From an optimization exercise on the open Yosys and OpenROAD flow, aimed at small area; shortcuts taken in it are not production practice.
Function was checked by simulation only, so behaviour that the tests miss may differ from the original.
Power figures rest on the tool's default switching activity, not on a simulated workload.

==> flow/design.v (outline; a module is shown in full before it is edited, if it fits) <==
// module filter_coef_loader: 127 lines
// module fcl_ring_stage: 14 lines
// module fcl_read_mux: 2361 lines
module filter_coef_loader #(
    parameter int TAPS      = 32,
    parameter int IDX_W     = 5,
    parameter int DW        = 16,
    parameter int NBANK     = 4,
    parameter int BANK_W    = 2,
    parameter int FLUSH_CYC = 38
) (
    input  logic              clk,
    input  logic              reset,
    input  logic              cfg_we,
    input  logic [BANK_W-1:0] cfg_bank,
    input  logic [IDX_W-1:0]  cfg_idx,
    input  logic [DW-1:0]     cfg_data,
    output logic              cfg_err,
    input  logic              load_req,
    input  logic [BANK_W-1:0] load_bank,
    output logic              load_ack,
    output logic              busy,
    output logic              done,
    output logic              coef_valid,
    output logic              h_write,
    output logic [IDX_W-1:0]  h_idx,
    output logic [DW-1:0]     h_data,
    input  logic [DW-1:0]     x_in_src,
    output logic [DW-1:0]     x_in_flt
);
  // ...
==> flow/flow/run.sh <==
#!/bin/bash
# Own layout flow: the standard flow, with
#  - the ring-stage submodule (fcl_ring_stage) and the read mux (fcl_read_mux)
#    mapped by hand to sky130 cells (flow/map_cells.py) before synthesis;
#    they hold no registers, so the registers are the standard synthesis's;
#  - an area-oriented ABC mapping script for the rest of the logic;
#  - clock tree synthesis without dummy loads and with larger sink clusters.
set -euo pipefail
W=$(pwd)
python3 flow/map_cells.py design.v design.v > map_cells.log 2>&1
rm -rf scripts_area
cp -r "$FLOW_HOME/scripts" scripts_area
cp flow/abc_area.script scripts_area/abc_speed.script
SCRIPTS_DIR=$W/scripts_area bash standard.sh synth > synth.log 2>&1
export CTS_ARGS="-sink_clustering_enable -repair_clock_nets -dont_use_dummy_load -sink_clustering_size 30 -sink_clustering_max_diameter 60"
bash standard.sh > layout.log 2>&1
==> flow/flow/abc_area.script <==
&get -n
&st
&syn2
&dch -f
&nf -a
&put
buffer -c
topo
stime -c
upsize -c
dnsize -c
==> flow/flow/map_cells.py <==
#!/usr/bin/env python3
"""Map two comb-only submodules of the design to sky130 cells by hand, in place
of their RTL bodies, before synthesis. Registers are not touched.

fcl_ring_stage (d = we ? ~wdn : ~nxt, DW bits):
    one inverter for we and one o22ai per bit: d = !((we | nxt) & (!we | wdn)).
fcl_read_mux (rd = OR of selected words; even words true with an active-high
select, odd words inverted with an active-low select):
    even words: a222oi / a22oi leaves (active-low group outputs);
    odd words:  o22ai leaves, !((selL0 | q0) & (selL1 | q1)) (active-high);
    then NAND/NOR trees to one active-high bit.
usage: map_cells.py IN OUT [NW DW]"""
import re, sys

src, dst = sys.argv[1], sys.argv[2]
NW = int(sys.argv[3]) if len(sys.argv) > 3 else 128
DW = int(sys.argv[4]) if len(sys.argv) > 4 else 16
P = "sky130_fd_sc_hd__"

stage = """module fcl_ring_stage #(
    parameter int DW = 16
) (
    input  logic          we,
    input  logic [DW-1:0] wdn,
    input  logic [DW-1:0] nxt,
    output logic [DW-1:0] d
);
    wire wen;
    %sinv_2 u_inv (.A(we), .Y(wen));
    for (genvar i = 0; i < DW; i++) begin : g_bit
        %so22ai_1 u_o22 (.A1(we), .A2(nxt[i]), .B1(wen), .B2(wdn[i]), .Y(d[i]));
    end
endmodule
""" % (P, P)

lines = []
wires = []
cnt = [0]


def new(prefix):
    cnt[0] += 1
    n = "%s_%d" % (prefix, cnt[0])
    wires.append(n)
    return n


def cell(kind, pins, out, outpin="Y"):
    cnt[0] += 1
    conn = ", ".join(".%s(%s)" % (p, s) for p, s in pins) + ", .%s(%s)" % (outpin, out)
    lines.append("    %s%s u_%d (%s);" % (P, kind, cnt[0], conn))


def q(w, i):
    return "q[%d]" % (w * DW + i)


def sel(w):
    return "selx[%d]" % w


def chunks(xs, sizes):
    out, k = [], 0
    for s in sizes:
        out.append(xs[k:k + s])
        k += s
    assert k == len(xs)
    return out


def split(n, m):
    """Sizes of groups of at most m covering n items, as even as possible."""
    g = -(-n // m)
    base, extra = divmod(n, g)
    return [base + 1] * extra + [base] * (g - extra)


NAND = {2: "nand2_1", 3: "nand3_1", 4: "nand4_1"}
NOR = {2: "nor2_1", 3: "nor3_1", 4: "nor4_1"}
PINS = ["A", "B", "C", "D"]


def gate(table, xs, prefix):
    if len(xs) == 1:
        # A single signal: invert it.
        o = new(prefix)
        cell("inv_2", [("A", xs[0])], o)
        return o
    o = new(prefix)
    cell(table[len(xs)], list(zip(PINS, xs)), o)
    return o


for i in range(DW):
    even = list(range(0, NW, 2))
    odd = list(range(1, NW, 2))
    eL = []
    ne = len(even)
    n3 = (ne - 2 * ((3 - ne % 3) % 3)) // 3 if ne % 3 else ne // 3
    sizes = [3] * n3 + [2] * ((ne - 3 * n3) // 2)
    assert sum(sizes) == ne
    for g in chunks(even, sizes):
        o = new("eL")
        if len(g) == 3:
            cell("a222oi_1", [("A1", sel(g[0])), ("A2", q(g[0], i)), ("B1", sel(g[1])), ("B2", q(g[1], i)),
                              ("C1", sel(g[2])), ("C2", q(g[2], i))], o)
        else:
            cell("a22oi_1", [("A1", sel(g[0])), ("A2", q(g[0], i)), ("B1", sel(g[1])), ("B2", q(g[1], i))], o)
        eL.append(o)
    oH = []
    for k in range(0, len(odd), 2):
        a, b = odd[k], odd[k + 1]
        o = new("oH")
        cell("o22ai_1", [("A1", sel(a)), ("A2", q(a, i)), ("B1", sel(b)), ("B2", q(b, i))], o)
        oH.append(o)
    eH = [gate(NAND, g, "eH") for g in chunks(eL, split(len(eL), 4))]
    oL = [gate(NOR, g, "oL") for g in chunks(oH, split(len(oH), 4))]
    eL2 = [gate(NOR, g, "eM") for g in chunks(eH, split(len(eH), 3))]
    allL = eL2 + oL
    H = [gate(NAND, g, "aH") for g in chunks(allL, split(len(allL), 4))]
    if len(H) == 1:
        cell("buf_1", [("A", H[0])], "rd[%d]" % i, "X")
    elif len(H) == 2:
        cell("or2_1", [("A", H[0]), ("B", H[1])], "rd[%d]" % i, "X")
    elif len(H) == 3:
        cell("or3_1", [("A", H[0]), ("B", H[1]), ("C", H[2])], "rd[%d]" % i, "X")
    else:
        cell("or4_1", list(zip(PINS, H)), "rd[%d]" % i, "X")

rmux = """module fcl_read_mux #(
    parameter int NW = %d,
    parameter int DW = %d
) (
    input  logic [NW-1:0]    selx,
    input  logic [NW*DW-1:0] q,
    output logic [DW-1:0]    rd
);
%s
%s
endmodule
""" % (NW, DW, "\n".join("    wire %s;" % w for w in wires), "\n".join(lines))

text = open(src).read()
text, n1 = re.subn(r"module fcl_ring_stage\b.*?endmodule\s*", lambda m: stage, text, flags=re.S)
text, n2 = re.subn(r"module fcl_read_mux\b.*?endmodule\s*", lambda m: rmux, text, flags=re.S)
assert n1 == 1 and n2 == 1, (n1, n2)
open(dst, "w").write(text)
print("mapped fcl_ring_stage and fcl_read_mux (%d cells in the read mux)" % len(lines))
==> flow/standard.sh <==
#!/bin/bash
# synth_recipe.tcl (not shown) runs the flow's synth.tcl, then flattens the netlist and writes it again
# the make line also repeats each setting of config.mk as NAME=value (left out here)
make -C /OpenROAD-flow-scripts/flow DESIGN_CONFIG=/design/flow/config.mk WORK_HOME=/design/flow/orfs CLKGATE_MAP_FILE= SYNTH_SCRIPT=/design/flow/synth_recipe.tcl "${@:-finish}"
==> flow/config.mk <==
export PLATFORM = sky130hd
export DESIGN_NAME = filter_coef_loader
export DESIGN_NICKNAME = filter_coef_loader
export VERILOG_FILES = /design/flow/design.v
export SDC_FILE = /design/flow/constraint.sdc
export NUM_CORES = 4
export LEC_CHECK = 0
export CAP_MARGIN = 10
export CORE_MARGIN = 2
export CORE_UTILIZATION = 56
export SLEW_MARGIN = 10
==> flow/constraint.sdc <==
create_clock -name core_clock -period 8.0 [get_ports {clk}]
set_input_delay 1.6000 -clock core_clock [delete_from_list [all_inputs] [get_ports {clk}]]
set_output_delay 1.6000 -clock core_clock [all_outputs]
set_load 0.01 [all_outputs]
==> results.ini, run 1 <==
[outcome]
status = failed layout checks
check.faults = max-capacitance violations, max-slew violations

[power_and_ir_drop]
p_per_area_nw_per_um2 = 274.6
intPower_w = 0.01639

[die]
start_util = 0.5622
coreArea_um2 = 127000
ios = 88

[timing]
min_period_over_period = 0.9075
layout_setup_ws_ns = 0.7402
holdWs_ns = 0.4110
slew_violations = 2

[logic_synthesis]
synth_top_family_by_area = compound AO/OA/AOI/OAI gates
ys.flop_type = dfxtp_1
synth_nets = 6399

[flow_run]
maxCapViolCount = 1

[finish]
nNonClkBuffers = 379

[cts]
clock-sinks = 2208
cts_setup_buffers = 0
path_clk_slew_ns = 0.10
clock-root-buffer = clkbuf_16
clk_path_buf_depth = 3
clock_latency_ns = 0.82

[critical_path]
cp_max_fo = 16
crit_buf_inv = 2

[grt]
grt.met1_usage = 0.6242
grt_max_degree = 80

[detailed_routing]
drc = 0

[min_path]
worst_hold_path_type = flip-flop to flip-flop

[place]
dp_hpwl_um = 234600

==> module filter_coef_loader, before the edit <==
module filter_coef_loader #(
    parameter int TAPS      = 32,
    parameter int IDX_W     = 5,
    parameter int DW        = 16,
    parameter int NBANK     = 4,
    parameter int BANK_W    = 2,
    parameter int FLUSH_CYC = 38
) (
    input  logic              clk,
    input  logic              reset,
    input  logic              cfg_we,
    input  logic [BANK_W-1:0] cfg_bank,
    input  logic [IDX_W-1:0]  cfg_idx,
    input  logic [DW-1:0]     cfg_data,
    output logic              cfg_err,
    input  logic              load_req,
    input  logic [BANK_W-1:0] load_bank,
    output logic              load_ack,
    output logic              busy,
    output logic              done,
    output logic              coef_valid,
    output logic              h_write,
    output logic [IDX_W-1:0]  h_idx,
    output logic [DW-1:0]     h_data,
    input  logic [DW-1:0]     x_in_src,
    output logic [DW-1:0]     x_in_flt
);
    localparam int NW    = NBANK * TAPS;
    localparam int CNT_W = 7;
    localparam logic [CNT_W-1:0] LAST_BUSY = CNT_W'(TAPS + FLUSH_CYC);      
    localparam logic [CNT_W-1:0] DONE_CNT  = CNT_W'(TAPS + FLUSH_CYC + 1);  
    localparam logic [CNT_W-1:0] IDLE_CNT  = '1;
    logic [CNT_W-1:0]  cnt_q;
    logic [BANK_W-1:0] bank_q;
    logic              cfg_err_q;
    logic              coef_valid_q;
    logic [DW-1:0]     h_data_q;
    logic [IDX_W-1:0]  ph_q;
    logic [NW*DW-1:0]  ring_q;            
    wire  [NW*DW-1:0]  ring_d;
    logic [NW-1:0]     wrt_q;
    logic              busy_w, hw_w, accept, wr_ok, fwd0;
    logic [IDX_W-1:0]  wpos, rpos;
    logic [BANK_W-1:0] rbank;
    logic [NW-1:0]     we_w, sel_w, wrt_rot;
    logic [DW-1:0]     rdata;
    assign busy_w = (cnt_q <= LAST_BUSY);
    assign hw_w   = (cnt_q < CNT_W'(TAPS));
    assign accept = load_req && !busy_w;
    assign wr_ok  = cfg_we && !(hw_w && cfg_bank == bank_q);
    assign fwd0   = cfg_we && (cfg_bank == load_bank) && (cfg_idx == '0);
    assign wpos   = cfg_idx - ph_q - 1'b1;
    assign rpos   = busy_w ? (cnt_q[IDX_W-1:0] + 1'b1 - ph_q) : (IDX_W'(0) - ph_q);
    assign rbank  = busy_w ? bank_q : load_bank;
    always_comb begin
        for (int b = 0; b < NBANK; b++)
            for (int p = 0; p < TAPS; p++)
                wrt_rot[b * TAPS + p] = wrt_q[b * TAPS + (p + 1) % TAPS];
        for (int w = 0; w < NW; w++) begin
            we_w[w]  = wr_ok && ({cfg_bank, wpos} == 7'(w));
            sel_w[w] = ({rbank, rpos} == 7'(w)) && wrt_q[w];
        end
    end
    wire [DW-1:0] wdn [2];
    assign wdn[0] = ~cfg_data;
    assign wdn[1] = cfg_data;
    for (genvar b = 0; b < NBANK; b++) begin : g_bank
        for (genvar p = 0; p < TAPS; p++) begin : g_pos
            localparam int W = b * TAPS + p;
            localparam int N = b * TAPS + (p + 1) % TAPS;
            fcl_ring_stage #(.DW(DW)) u_stage (
                .we  (we_w[W]),
                .wdn (wdn[p % 2]),
                .nxt (ring_q[N*DW +: DW]),
                .d   (ring_d[W*DW +: DW])
            );
        end
    end
    always_ff @(posedge clk) ring_q <= ring_d;
    always_ff @(posedge clk or posedge reset) begin
        if (reset) wrt_q <= '0;
        else       wrt_q <= we_w | wrt_rot;
    end
    always_ff @(posedge clk or posedge reset) begin
        if (reset) ph_q <= '0;
        else       ph_q <= ph_q + 1'b1;
    end
    logic [NW-1:0] selx_w;
    always_comb
        for (int w = 0; w < NW; w++)
            selx_w[w] = (w % 2 == 1) ? !sel_w[w] : sel_w[w];
    fcl_read_mux #(.NW(NW), .DW(DW)) u_rmux (
        .selx (selx_w),
        .q    (ring_q),
        .rd   (rdata)
    );
    always_ff @(posedge clk) begin
        h_data_q <= (accept && fwd0) ? cfg_data : rdata;
    end
    always_ff @(posedge clk or posedge reset) begin
        if (reset) begin
            cnt_q        <= IDLE_CNT;
            bank_q       <= '0;
            cfg_err_q    <= 1'b0;
            coef_valid_q <= 1'b0;
        end else begin
            cfg_err_q <= cfg_we && !wr_ok;
            if (accept) begin
                cnt_q        <= '0;
                bank_q       <= load_bank;
                coef_valid_q <= 1'b0;
            end else if (cnt_q != IDLE_CNT) begin
                cnt_q <= (cnt_q == DONE_CNT) ? IDLE_CNT : cnt_q + 1'b1;
                if (cnt_q == LAST_BUSY) coef_valid_q <= 1'b1;
            end
        end
    end
    assign cfg_err    = cfg_err_q;
    assign load_ack   = (cnt_q == '0);
    assign busy       = busy_w;
    assign done       = (cnt_q == DONE_CNT);
    assign coef_valid = coef_valid_q;
    assign h_write    = hw_w;
    assign h_idx      = cnt_q[IDX_W-1:0];
    assign h_data     = h_data_q;
    assign x_in_flt   = coef_valid_q ? x_in_src : '0;
endmodule
==> module fcl_ring_stage, before the edit <==
module fcl_ring_stage #(
    parameter int DW = 16
) (
    input  logic          we,
    input  logic [DW-1:0] wdn,
    input  logic [DW-1:0] nxt,
    output logic [DW-1:0] d
);
    wire wen;
    sky130_fd_sc_hd__inv_2 u_inv (.A(we), .Y(wen));
    for (genvar i = 0; i < DW; i++) begin : g_bit
        sky130_fd_sc_hd__o22ai_1 u_o22 (.A1(we), .A2(nxt[i]), .B1(wen), .B2(wdn[i]), .Y(d[i]));
    end
endmodule
==> run 2: changes to the inputs <==
--- a/flow/design.v
+++ b/flow/design.v
@@ -35,14 +35,15 @@
     logic              cfg_err_q;
     logic              coef_valid_q;
-    logic [DW-1:0]     h_data_q;
     logic [IDX_W-1:0]  ph_q;
     logic [NW*DW-1:0]  ring_q;            
     wire  [NW*DW-1:0]  ring_d;
-    logic [NW-1:0]     wrt_q;
+    logic [NW-1:0]     wrt_q;             
+    wire  [NW-1:0]     wrt_d;
+    logic [DW-1:0]     h_data_q;
+    logic [DW-1:0]     rdata;
     logic              busy_w, hw_w, accept, wr_ok, fwd0;
     logic [IDX_W-1:0]  wpos, rpos;
     logic [BANK_W-1:0] rbank;
-    logic [NW-1:0]     we_w, sel_w, wrt_rot;
-    logic [DW-1:0]     rdata;
+    logic [NW-1:0]     we_w, selx_w;
     assign busy_w = (cnt_q <= LAST_BUSY);
     assign hw_w   = (cnt_q < CNT_W'(TAPS));
@@ -54,10 +55,10 @@
     assign rbank  = busy_w ? bank_q : load_bank;
     always_comb begin
-        for (int b = 0; b < NBANK; b++)
-            for (int p = 0; p < TAPS; p++)
-                wrt_rot[b * TAPS + p] = wrt_q[b * TAPS + (p + 1) % TAPS];
         for (int w = 0; w < NW; w++) begin
-            we_w[w]  = wr_ok && ({cfg_bank, wpos} == 7'(w));
-            sel_w[w] = ({rbank, rpos} == 7'(w)) && wrt_q[w];
+            we_w[w] = wr_ok && ({cfg_bank, wpos} == 7'(w));
+            if (w % 2 == 0)
+                selx_w[w] = ({rbank, rpos} == 7'(w)) && wrt_q[w];
+            else
+                selx_w[w] = !(({rbank, rpos} == 7'(w)) && !wrt_q[w]);
         end
     end
@@ -69,9 +70,11 @@
             localparam int W = b * TAPS + p;
             localparam int N = b * TAPS + (p + 1) % TAPS;
-            fcl_ring_stage #(.DW(DW)) u_stage (
-                .we  (we_w[W]),
-                .wdn (wdn[p % 2]),
-                .nxt (ring_q[N*DW +: DW]),
-                .d   (ring_d[W*DW +: DW])
+            fcl_ring_stage #(.DW(DW), .ODD(p % 2)) u_stage (
+                .we   (we_w[W]),
+                .wdn  (wdn[p % 2]),
+                .nxt  (ring_q[N*DW +: DW]),
+                .vnxt (wrt_q[N]),
+                .d    (ring_d[W*DW +: DW]),
+                .vd   (wrt_d[W])
             );
         end
@@ -79,6 +82,9 @@
     always_ff @(posedge clk) ring_q <= ring_d;
     always_ff @(posedge clk or posedge reset) begin
-        if (reset) wrt_q <= '0;
-        else       wrt_q <= we_w | wrt_rot;
+        if (reset) begin
+            for (int w = 0; w < NW; w++) wrt_q[w] <= (w % 2 == 1);
+        end else begin
+            wrt_q <= wrt_d;
+        end
     end
     always_ff @(posedge clk or posedge reset) begin
@@ -86,8 +92,4 @@
         else       ph_q <= ph_q + 1'b1;
     end
-    logic [NW-1:0] selx_w;
-    always_comb
-        for (int w = 0; w < NW; w++)
-            selx_w[w] = (w % 2 == 1) ? !sel_w[w] : sel_w[w];
     fcl_read_mux #(.NW(NW), .DW(DW)) u_rmux (
         .selx (selx_w),
@@ -127,10 +129,13 @@
 endmodule
 module fcl_ring_stage #(
-    parameter int DW = 16
+    parameter int DW  = 16,
+    parameter int ODD = 0
 ) (
     input  logic          we,
     input  logic [DW-1:0] wdn,
     input  logic [DW-1:0] nxt,
-    output logic [DW-1:0] d
+    input  logic          vnxt,
+    output logic [DW-1:0] d,
+    output logic          vd
 );
     wire wen;
@@ -139,4 +144,9 @@
         sky130_fd_sc_hd__o22ai_1 u_o22 (.A1(we), .A2(nxt[i]), .B1(wen), .B2(wdn[i]), .Y(d[i]));
     end
+    if (ODD) begin : g_odd
+        sky130_fd_sc_hd__nor2_1 u_v (.A(we), .B(vnxt), .Y(vd));
+    end else begin : g_even
+        sky130_fd_sc_hd__nand2_1 u_v (.A(wen), .B(vnxt), .Y(vd));
+    end
 endmodule
 module fcl_read_mux #(
--- a/flow/flow/run.sh
+++ b/flow/flow/run.sh
@@ -5,5 +5,6 @@
 #    they hold no registers, so the registers are the standard synthesis's;
 #  - an area-oriented ABC mapping script for the rest of the logic;
-#  - clock tree synthesis without dummy loads and with larger sink clusters.
+#  - clock tree synthesis without dummy loads, with clkbuf_8 leaf buffers;
+#  - buf_1 as the port buffer.
 set -euo pipefail
 W=$(pwd)
@@ -13,4 +14,6 @@
 cp flow/abc_area.script scripts_area/abc_speed.script
 SCRIPTS_DIR=$W/scripts_area bash standard.sh synth > synth.log 2>&1
-export CTS_ARGS="-sink_clustering_enable -repair_clock_nets -dont_use_dummy_load -sink_clustering_size 30 -sink_clustering_max_diameter 60"
+export CTS_ARGS="-sink_clustering_enable -repair_clock_nets -dont_use_dummy_load -sink_clustering_size 16 -sink_clustering_max_diameter 40 -buf_list sky130_fd_sc_hd__clkbuf_8"
+# Port buffers: the smallest buffer.
+export BUFFER_PORTS_ARGS="-buffer_cell sky130_fd_sc_hd__buf_1"
 bash standard.sh > layout.log 2>&1
--- a/flow/flow/map_cells.py
+++ b/flow/flow/map_cells.py
@@ -3,6 +3,7 @@
 of their RTL bodies, before synthesis. Registers are not touched.
 
-fcl_ring_stage (d = we ? ~wdn : ~nxt, DW bits):
-    one inverter for we and one o22ai per bit: d = !((we | nxt) & (!we | wdn)).
+fcl_ring_stage (d = we ? ~wdn : ~nxt, DW bits, and its written flag vd):
+    one inverter for we and one o22ai per bit: d = !((we | nxt) & (!we | wdn));
+    vd = even: nand2(!we, vnxt), odd: nor2(we, vnxt).
 fcl_read_mux (rd = OR of selected words; even words true with an active-high
 select, odd words inverted with an active-low select):
@@ -19,18 +20,26 @@
 
 stage = """module fcl_ring_stage #(
-    parameter int DW = 16
+    parameter int DW  = 16,
+    parameter int ODD = 0
 ) (
     input  logic          we,
     input  logic [DW-1:0] wdn,
     input  logic [DW-1:0] nxt,
-    output logic [DW-1:0] d
+    input  logic          vnxt,
+    output logic [DW-1:0] d,
+    output logic          vd
 );
     wire wen;
-    %sinv_2 u_inv (.A(we), .Y(wen));
+    %(P)sinv_2 u_inv (.A(we), .Y(wen));
     for (genvar i = 0; i < DW; i++) begin : g_bit
-        %so22ai_1 u_o22 (.A1(we), .A2(nxt[i]), .B1(wen), .B2(wdn[i]), .Y(d[i]));
+        %(P)so22ai_1 u_o22 (.A1(we), .A2(nxt[i]), .B1(wen), .B2(wdn[i]), .Y(d[i]));
+    end
+    if (ODD) begin : g_odd
+        %(P)snor2_1 u_v (.A(we), .B(vnxt), .Y(vd));
+    end else begin : g_even
+        %(P)snand2_1 u_v (.A(wen), .B(vnxt), .Y(vd));
     end
 endmodule
-""" % (P, P)
+""" % {"P": P}
 
 lines = []
--- a/flow/config.mk
+++ b/flow/config.mk
@@ -6,6 +6,6 @@
 export NUM_CORES = 4
 export LEC_CHECK = 0
-export CAP_MARGIN = 10
+export CAP_MARGIN = 20
 export CORE_MARGIN = 2
 export CORE_UTILIZATION = 56
-export SLEW_MARGIN = 10
+export SLEW_MARGIN = 20
==> run 2 against run 1 <==
Against the previous run:
- the layout fails its checks (max-capacitance violations)
- core utilization down 0.37 points
- die area down 0.70%
- power down 3.2%
- routed wire length up 5.6%
- critical path type unchanged
- largest power group unchanged
==> results.ini, run 2 <==
[logic_synthesis]
async_reset_ff_frac = 0.06522
ys_seq_elements = 2208
synth_most_common_cell = o22ai_1
synth.distinct_cells = 59
synthTopCellsByCount = 2,561 x o22ai_1, 2,064 x dfxtp_1, 320 x a222oi_1
synthTopCellsByArea = dfxtp_1 58%, o22ai_1 23%, a222oi_1 4.5%
yosys.area.top_type = dfxtp_1
synthCells = 6323
netlist_area_um2 = 70910
synth_nets = 6386  ; -0.20%
ys_warn_count = 1
synthDominantCellAreaShare = 0.5827
seq_area_frac_synth = 0.6348
avgSynthCellArea_um2 = 11.21
synth_enable_flop_cells = 0
ys.flop_type = dfxtp_1

[cts]
path_clk_slew_ns = 0.07  ; -0.03 ns
clock_latency_ns = 1.01  ; +0.19 ns
clock-root-buffer = clkbuf_8
htree_levels = 4
clock-sinks = 2208  ; unchanged
cts_resized = 0
cts_setup_buffers = 0  ; unchanged
cts_tree = built
cts_made_buffers = 224
hold_buffers = 0
clk_path_buf_depth = 3  ; unchanged

[critical_path]
r2r_slack_ns = 0.98
cp_max_fo = 19  ; +3
arrival_ns = 7.86
cp-start-kind = flip-flop
path_class = flip-flop to flip-flop
rr_worst_depth = 16
endpoint_kind = flip-flop
reg2reg_from = cnt_q[0]
r2r-end = h_data_q[9]
cp.required_ns = 8.84
critPathLaunch = cnt_q[0]

[detailed_routing]
ant_nets = 0
wl_per_cell_um = 42.58
vias = 71311
viasPerCell = 8.359
drc = 0  ; unchanged
drt_iter0_drc = 15889
routed_wl_um = 363300
first_pass_iters = 15

[place]
gp_congestion = 1.129
dp.cells = 8284
dpl_cell_area_um2 = 75680
portBuffers = 87
dp_hpwl_um = 244200  ; +4.1%

[timing]
fmax_ghz = 0.1424
holdWs_ns = 0.3563  ; -0.05467 ns
setup_tns_ns = 0
rsz0062_at_grt = false
max-slew-margin-rel = 0.02166
finalCriticalPeriod_ns = 7.024
slew_violations = 0  ; -2
worst_pin_slew_ns = 1.454
min_period_over_period = 0.8781  ; -0.02942
setup_violations = 0
hold_viol = 0
finClkSkew_ns = 0.1180

[finish]
final_cells = 8531
syn2layout_area_growth_pct = 11.24
layout.cells.most_common = o22ai_1
drive_gt1_frac = 0.1204
largest_register_ffs = 2048
design_area_um2 = 78880
mostFrequentLayoutCells = 2,561 x o22ai_1, 2,064 x dfxtp_1, 320 x a222oi_1
layout.nets = 6923
top_register = ring_q
reg.largest.list = ring_q: 2048 flops, wrt_q: 128 flops, h_data_q: 16 flops

[grt]
overflow = 0
grt_max_degree = 76  ; -5.0%
grt.total_usage = 0.5375
antenna_found_initial = 30
grt_pass1_vias = 66118
grt_first_pass_wirelength_um = 502500

[die]
ios = 88  ; unchanged
die_width_um = 359.8
rows = 130
die_area_um2 = 129500
start_util = 0.5647  ; +0.002500
coreArea_um2 = 125600  ; -1.1%
die_h_um = 359.8

[min_path]
worst_hold_path_type = flip-flop to flip-flop
worstHoldEndpoint = wrt_q[3]
hold_start = wrt_q[4]
holdPathStages = 1

[flow_run]
maxCapViolCount = 1  ; unchanged

[outcome]
status = failed layout checks
check.faults = max-capacitance violations

[power_and_ir_drop]
vdd.ir_drop.worst_v = 0.0001863
power.leakage_nw = 28.98
power_w = 0.02135
p_per_area_nw_per_um2 = 270.6  ; -1.5%

## run 2: logic make-up (layout without fill, tap and decap cells)
| family | after synthesis | count (layout) | share of synthesized area |
|---|---|---|---|
| AOI/OAI and AO/OA | 2985 | 2985 | 0.2818 |
| adders and majority gates | 18 | 18 | 0.003388 |
| muxes | 10 | 10 | 0.001553 |
| other | 0 | 23 | 0 |
| and+or+nand+nor | 873 | 873 | 0.06400 |
| DFF | 2208 | 2208 | 0.6348 |
| xor gates and xnor gates | 20 | 20 | 0.002470 |
| buffers and inverters | 209 | 744 | 0.01198 |
## run 2: worst max-delay path by stage
stage | endpoint | cells past startpoint
final | h_data_q[9] | 16
after global routing | h_data_q[9] | 15
after CTS | h_data_q[9] | 15
after detailed placement | h_data_q[9] | 15
after global placement | h_data_q[4] | 17
after floorplan | bank_q[0] | 1
## run 2: area by class of cell
type	count	area, µm²
fillers	10342	46690
flip-flops and latches	2208	45010
multi-input cells	3906	25560
clock buffers	224	3083
repair buffers	357	2446
well taps	1650	2064
inverters	163	655.6
diodes	23	57.56
## run 2: metrics by stage
stage	util	setup WS [ns]
4_1_cts	0.6272	1.621
3_5_place_dp	0.6027	1.580
6_report	0.6281	0.9755
3_3_place_gp	0.6010	1.302
2_1_floorplan	-	2.651
5_1_grt	0.6278	1.364
## run 2: critical path, cell delays in order (launching register included)
cell      delay [ns]
dfstp_2         0.61
inv_1           0.11
ha_1            0.22
and3b_1         0.32
o21a_1          0.14
buf_4           0.30
inv_4           0.18
mux2i_4         0.54
a211oi_2        0.32
and3_1          0.65
a222oi_1        0.62
nand4_1         0.41
nor3_1          1.24
nand4_1         0.56
or3_1           0.51
nor2_1          0.13
a21oi_1         0.07
## run 2: report_power, final
group / internal, W / total [W] / switching, W
Combinational: 0.000692 / 0.00159 / 0.000894
Clock: 0.00246 / 0.00617 / 0.00371
Sequential: 0.0124 / 0.0136 / 0.00115
## run 2: layer usage
metal	share of wire	up-vias	GRT usage
li1	-	27625	-
met3	0.18	1796	0.2561
met5	0.00059	-	0.006289
met1	0.35	34316	0.6754
met4	0.088	26	0.3583
met2	0.39	7548	0.7279
==> run 3: changes to the inputs <==
--- a/flow/design.v
+++ b/flow/design.v
@@ -40,9 +40,6 @@
     logic [NW-1:0]     wrt_q;             
     wire  [NW-1:0]     wrt_d;
-    logic [DW-1:0]     h_data_q;
-    logic [DW-1:0]     rdata;
-    logic              busy_w, hw_w, accept, wr_ok, fwd0;
+    logic              busy_w, hw_w, accept, wr_ok;
     logic [IDX_W-1:0]  wpos, rpos;
-    logic [BANK_W-1:0] rbank;
     logic [NW-1:0]     we_w, selx_w;
     assign busy_w = (cnt_q <= LAST_BUSY);
@@ -50,15 +47,13 @@
     assign accept = load_req && !busy_w;
     assign wr_ok  = cfg_we && !(hw_w && cfg_bank == bank_q);
-    assign fwd0   = cfg_we && (cfg_bank == load_bank) && (cfg_idx == '0);
     assign wpos   = cfg_idx - ph_q - 1'b1;
-    assign rpos   = busy_w ? (cnt_q[IDX_W-1:0] + 1'b1 - ph_q) : (IDX_W'(0) - ph_q);
-    assign rbank  = busy_w ? bank_q : load_bank;
+    assign rpos   = cnt_q[IDX_W-1:0] - ph_q;
     always_comb begin
         for (int w = 0; w < NW; w++) begin
             we_w[w] = wr_ok && ({cfg_bank, wpos} == 7'(w));
             if (w % 2 == 0)
-                selx_w[w] = ({rbank, rpos} == 7'(w)) && wrt_q[w];
+                selx_w[w] = ({bank_q, rpos} == 7'(w)) && wrt_q[w];
             else
-                selx_w[w] = !(({rbank, rpos} == 7'(w)) && !wrt_q[w]);
+                selx_w[w] = !(({bank_q, rpos} == 7'(w)) && !wrt_q[w]);
         end
     end
@@ -95,9 +90,6 @@
         .selx (selx_w),
         .q    (ring_q),
-        .rd   (rdata)
+        .rd   (h_data)
     );
-    always_ff @(posedge clk) begin
-        h_data_q <= (accept && fwd0) ? cfg_data : rdata;
-    end
     always_ff @(posedge clk or posedge reset) begin
         if (reset) begin
@@ -125,5 +117,4 @@
     assign h_write    = hw_w;
     assign h_idx      = cnt_q[IDX_W-1:0];
-    assign h_data     = h_data_q;
     assign x_in_flt   = coef_valid_q ? x_in_src : '0;
 endmodule
--- a/flow/config.mk
+++ b/flow/config.mk
@@ -8,4 +8,4 @@
 export CAP_MARGIN = 20
 export CORE_MARGIN = 2
-export CORE_UTILIZATION = 56
+export CORE_UTILIZATION = 58
 export SLEW_MARGIN = 20
==> run 3 against run 2 <==
Against the previous run:
- sequential share of layout area rose by 0.33 points
- highest routed layer unchanged
- first-iteration DRC count fell by 5.3%
- global-route usage fell by 0.79 points
- fails the layout checks on negative setup slack
- die area fell by 5.0%
- largest power group unchanged
- routed wire length fell by 7.2%
- synthesized area fell by 1.6%
- critical endpoint is now h_data[5]
- clock power fell by 4.9%
==> results.ini, run 3 <==
[logic_synthesis]
async_reset_ff_frac = 0.06569  ; +0.0004760
ys.flop_type = dfxtp_1
avgSynthCellArea_um2 = 11.32  ; +0.92%
ys_seq_elements = 2192  ; -0.72%
synth_nets = 6222  ; -2.6%
ys_warn_count = 1  ; unchanged
synth_enable_flop_cells = 0  ; unchanged
seq_area_frac_synth = 0.6408  ; +0.005976
synthCells = 6163  ; -2.5%
synthTopCellsByArea = dfxtp_1 59%, o22ai_1 23%, a222oi_1 4.6%
synth.distinct_cells = 42  ; -29%
synthTopCellsByCount = 2,560 x o22ai_1, 2,048 x dfxtp_1, 320 x a222oi_1
netlist_area_um2 = 69740  ; -1.6%
synthDominantCellAreaShare = 0.5879  ; +0.005109
yosys.area.top_type = dfxtp_1
synth_most_common_cell = o22ai_1

[cts]
cts_tree = built
htree_levels = 4  ; unchanged
clock-sinks = 2192  ; -0.72%
hold_buffers = 0  ; unchanged
clk_path_buf_depth = 3  ; unchanged
clock-root-buffer = clkbuf_8
path_clk_slew_ns = 0.07  ; about the same
clock_latency_ns = 1.00  ; about the same
cts_made_buffers = 206  ; -8.0%

[timing]
slew_violations = 0  ; unchanged
layout_setup_ws_ns = -0.1906  ; -1.166 ns
finalCriticalPeriod_ns = 8.191  ; +1.166 ns
hold_viol = 0  ; unchanged
worst_pin_slew_ns = 1.304  ; -0.1497 ns
holdWs_ns = 0.3368  ; -0.01954 ns
min_period_over_period = 1.024  ; +0.1458
max-slew-margin-rel = 0.1304  ; +0.1088
fmax_ghz = 0.1221  ; -14%
rsz0062_at_grt = true
setup_violations = 14  ; +14
finClkSkew_ns = 0.08835  ; -0.02968 ns
setup_tns_ns = -1.188  ; -1.188 ns

[die]
ios = 88  ; unchanged
die_h_um = 350.8  ; -2.5%
die_area_um2 = 123000  ; -5.0%
start_util = 0.5829  ; +0.01822
rows = 127  ; -2.3%
die_width_um = 350.8  ; -2.5%
coreArea_um2 = 119700  ; -4.7%

[finish]
final_core_util = 0.6507  ; +0.02259
layout.nets = 6807  ; -1.7%
syn2layout_area_growth_pct = 11.64
final_cells = 8376  ; -1.8%
fillers = 9767  ; -5.6%
top_register = ring_q
layout.cells.most_common = o22ai_1
drive_gt1_frac = 0.1278  ; +0.007336
reg.largest.list = ring_q: 2048 flops, wrt_q: 128 flops, cnt_q: 7 flops
mostFrequentLayoutCells = 2,560 x o22ai_1, 2,048 x dfxtp_1, 320 x a222oi_1
seqCellArea_um2 = 44690  ; -0.71%
largest_register_ffs = 2048  ; unchanged
multi_input_area_um2 = 24930  ; -2.5%

[grt]
grt_max_degree = 77  ; +1.3%
overflow = 0  ; unchanged
grt.total_usage = 0.5295  ; -0.007950
grt_first_pass_wirelength_um = 469600  ; -6.5%
antenna_found_initial = 26  ; -13%
grt_pass1_vias = 63611  ; -3.8%

[detailed_routing]
ant_nets = 0  ; unchanged
viasPerCell = 8.246  ; -1.4%
first_pass_iters = 14  ; -1
drt_iter0_drc = 15048  ; -5.3%
routed_wl_um = 337100  ; -7.2%
drc = 0  ; unchanged
vias = 69070  ; -3.1%
wl_per_cell_um = 40.25  ; -5.5%

[critical_path]
path_class = flip-flop to output pin
cp_cell_sequence = inv_1 > ha_1 > inv_1 > fa_2 > a21o_1 > a21oi_4 > xor2_4 > buf_4 > nor2_1 > and3_1 > a222oi_1 > nand3_1 > nor3_2 > nand4_1 > or3_1 > buf_1
rr_worst_depth = 10  ; -6
cpPeakStageDelay_ns = 0.82  ; -0.42 ns
cp.required_ns = 6.40  ; -2.44 ns
crit_buf_inv = 4  ; +1
critical-path-top-delay-family = simple AND/OR/NAND/NOR gates
cp_max_fo = 16  ; -3
reg2reg_from = ph_q[0]
arrival_ns = 6.59  ; -1.27 ns
endpoint_kind = output pin
path_common_cell = inv_1
r2r_slack_ns = 3.32  ; +2.34 ns
cp-start-kind = flip-flop
slowest_stage = a222oi_1
r2r-end = ring_q[899]

[power_and_ir_drop]
p_per_area_nw_per_um2 = 266.7  ; -1.5%
power.leakage_nw = 29.00  ; about the same
power_w = 0.02077  ; -2.7%
vdd.ir_drop.worst_v = 0.0001997  ; +7.2%

[min_path]
hold_start = wrt_q[104]
worst_hold_path_type = flip-flop to flip-flop
worstHoldEndpoint = wrt_q[103]
holdPathStages = 1  ; unchanged

[place]
dp_hpwl_um = 233400  ; -4.4%
gp_congestion = 1.096  ; -2.9%
dp.cells = 8146  ; -1.7%
portBuffers = 87  ; unchanged

[outcome]
check.faults = negative setup slack
status = failed layout checks

[flow_run]
maxCapViolCount = 0  ; -1

==> run 3: layer usage <==
metal | vias up | GRT usage | wire length [µm]
li1 | 27116 | - | -
met1 | 33476 | 0.6648 | 115100
met2 | 6808 | 0.7399 | 133700
met3 | 1650 | 0.2346 | 58970
met4 | 20 | 0.3371 | 29230
met5 | - | 0 | 124
==> run 3: worst max path at each step <==
stage             start          to  slack [ns]  depth (start not counted)
6_report       cnt_q[0]   h_data[5]       -0.19                         16
5_1_grt        cnt_q[1]  h_data[10]       -0.04                         13
4_1_cts        cnt_q[0]   h_data[2]       0.004                         15
3_5_place_dp   cnt_q[0]   h_data[7]        0.16                         15
3_3_place_gp   cnt_q[0]   h_data[7]        0.08                         15
2_1_floorplan     reset   bank_q[0]        2.65                          1
==> run 3: repair_timing <==
action / 4_1_cts / 5_1_grt
endpoints found under the setup margin: 16 / 16
setup buffers: 2 / 3
resized for setup: 41 / 49
pin swaps: 22 / 28
==> run 3: worst reg2reg max path: stages, from the launching register on <==
cell	delay [ns]
dfrtp_1	0.42
inv_1	0.10
ha_1	0.17
inv_1	0.06
fa_1	0.44
xor2_1	0.49
nand3_1	1.00
nor2_1	1.02
buf_4	0.37
inv_2	0.26
o22ai_1	0.26
==> run 3: kinds of logic after synthesis <==
logic type | after synthesis | share of synthesized area
compound gates | 2955 | 0.2835
xor+xnor | 15 | 0.002207
fa+ha+maj | 14 | 0.002727
buf+inv | 176 | 0.01010
flops | 2192 | 0.6408
mux | 2 | 0.0003229
simple gates | 809 | 0.06031
==> run 3: power breakdown <==
group	total, W	leakage, nW	switching [W]	internal, W
sequential	0.0134	20.1	0.00107	0.0124
clock	0.00587	1.48	0.00359	0.00228
combinational	0.00147	7.41	0.000806	0.000665
==> run 3: area by class of cell <==
type,count,share of cell area
well taps,1612,0.02590
flip-flops and latches,2192,0.5740
repair buffers,396,0.03493
diodes,18,0.0005785
inverters,157,0.008002
multi-input cells,3795,0.3202
clock buffers,206,0.03641
==> run 3: stage by stage <==
stage | instance area [µm²] | worst slack, ns
after floorplan | 69740 | 2.651
after global placement | 74480 | 0.08249
after detailed placement | 74510 | 0.1635
after CTS | 77560 | 0.004444
after global routing | 77840 | -0.03897
final | 77860 | -0.1906

static timing again, ports no longer ideal:
In the flow no input, the clock included, has a driving cell. The finished layouts below were timed again as built, in two steps.
Step 1 sets driving cells, clkbuf_16 on the clock port and buf_2 on the other inputs (assumed; they add their load-dependent delay and slew).
Step 2 times the ports against the registers' clock, not the clock port: input delays grow and output delays shrink by t, the midpoint of the rising clock arrivals with the driver on.
Slacks: ideal / step 1 / step 2; pairs: ideal / step 1.
| run | shift t [ns] | slack for setup (ns) | clock arrival spread, ns |
|---|---|---|---|
| run 1 | 0.873 | 0.740 / 0.740 / 0.740 | 0.065 / 0.065 |
| run 2 | 1.035 | 0.976 / 0.976 / 0.976 | 0.118 / 0.118 |
| run 3 | 1.032 | -0.191 / -0.267 / 0.765 | 0.100 / 0.100 |
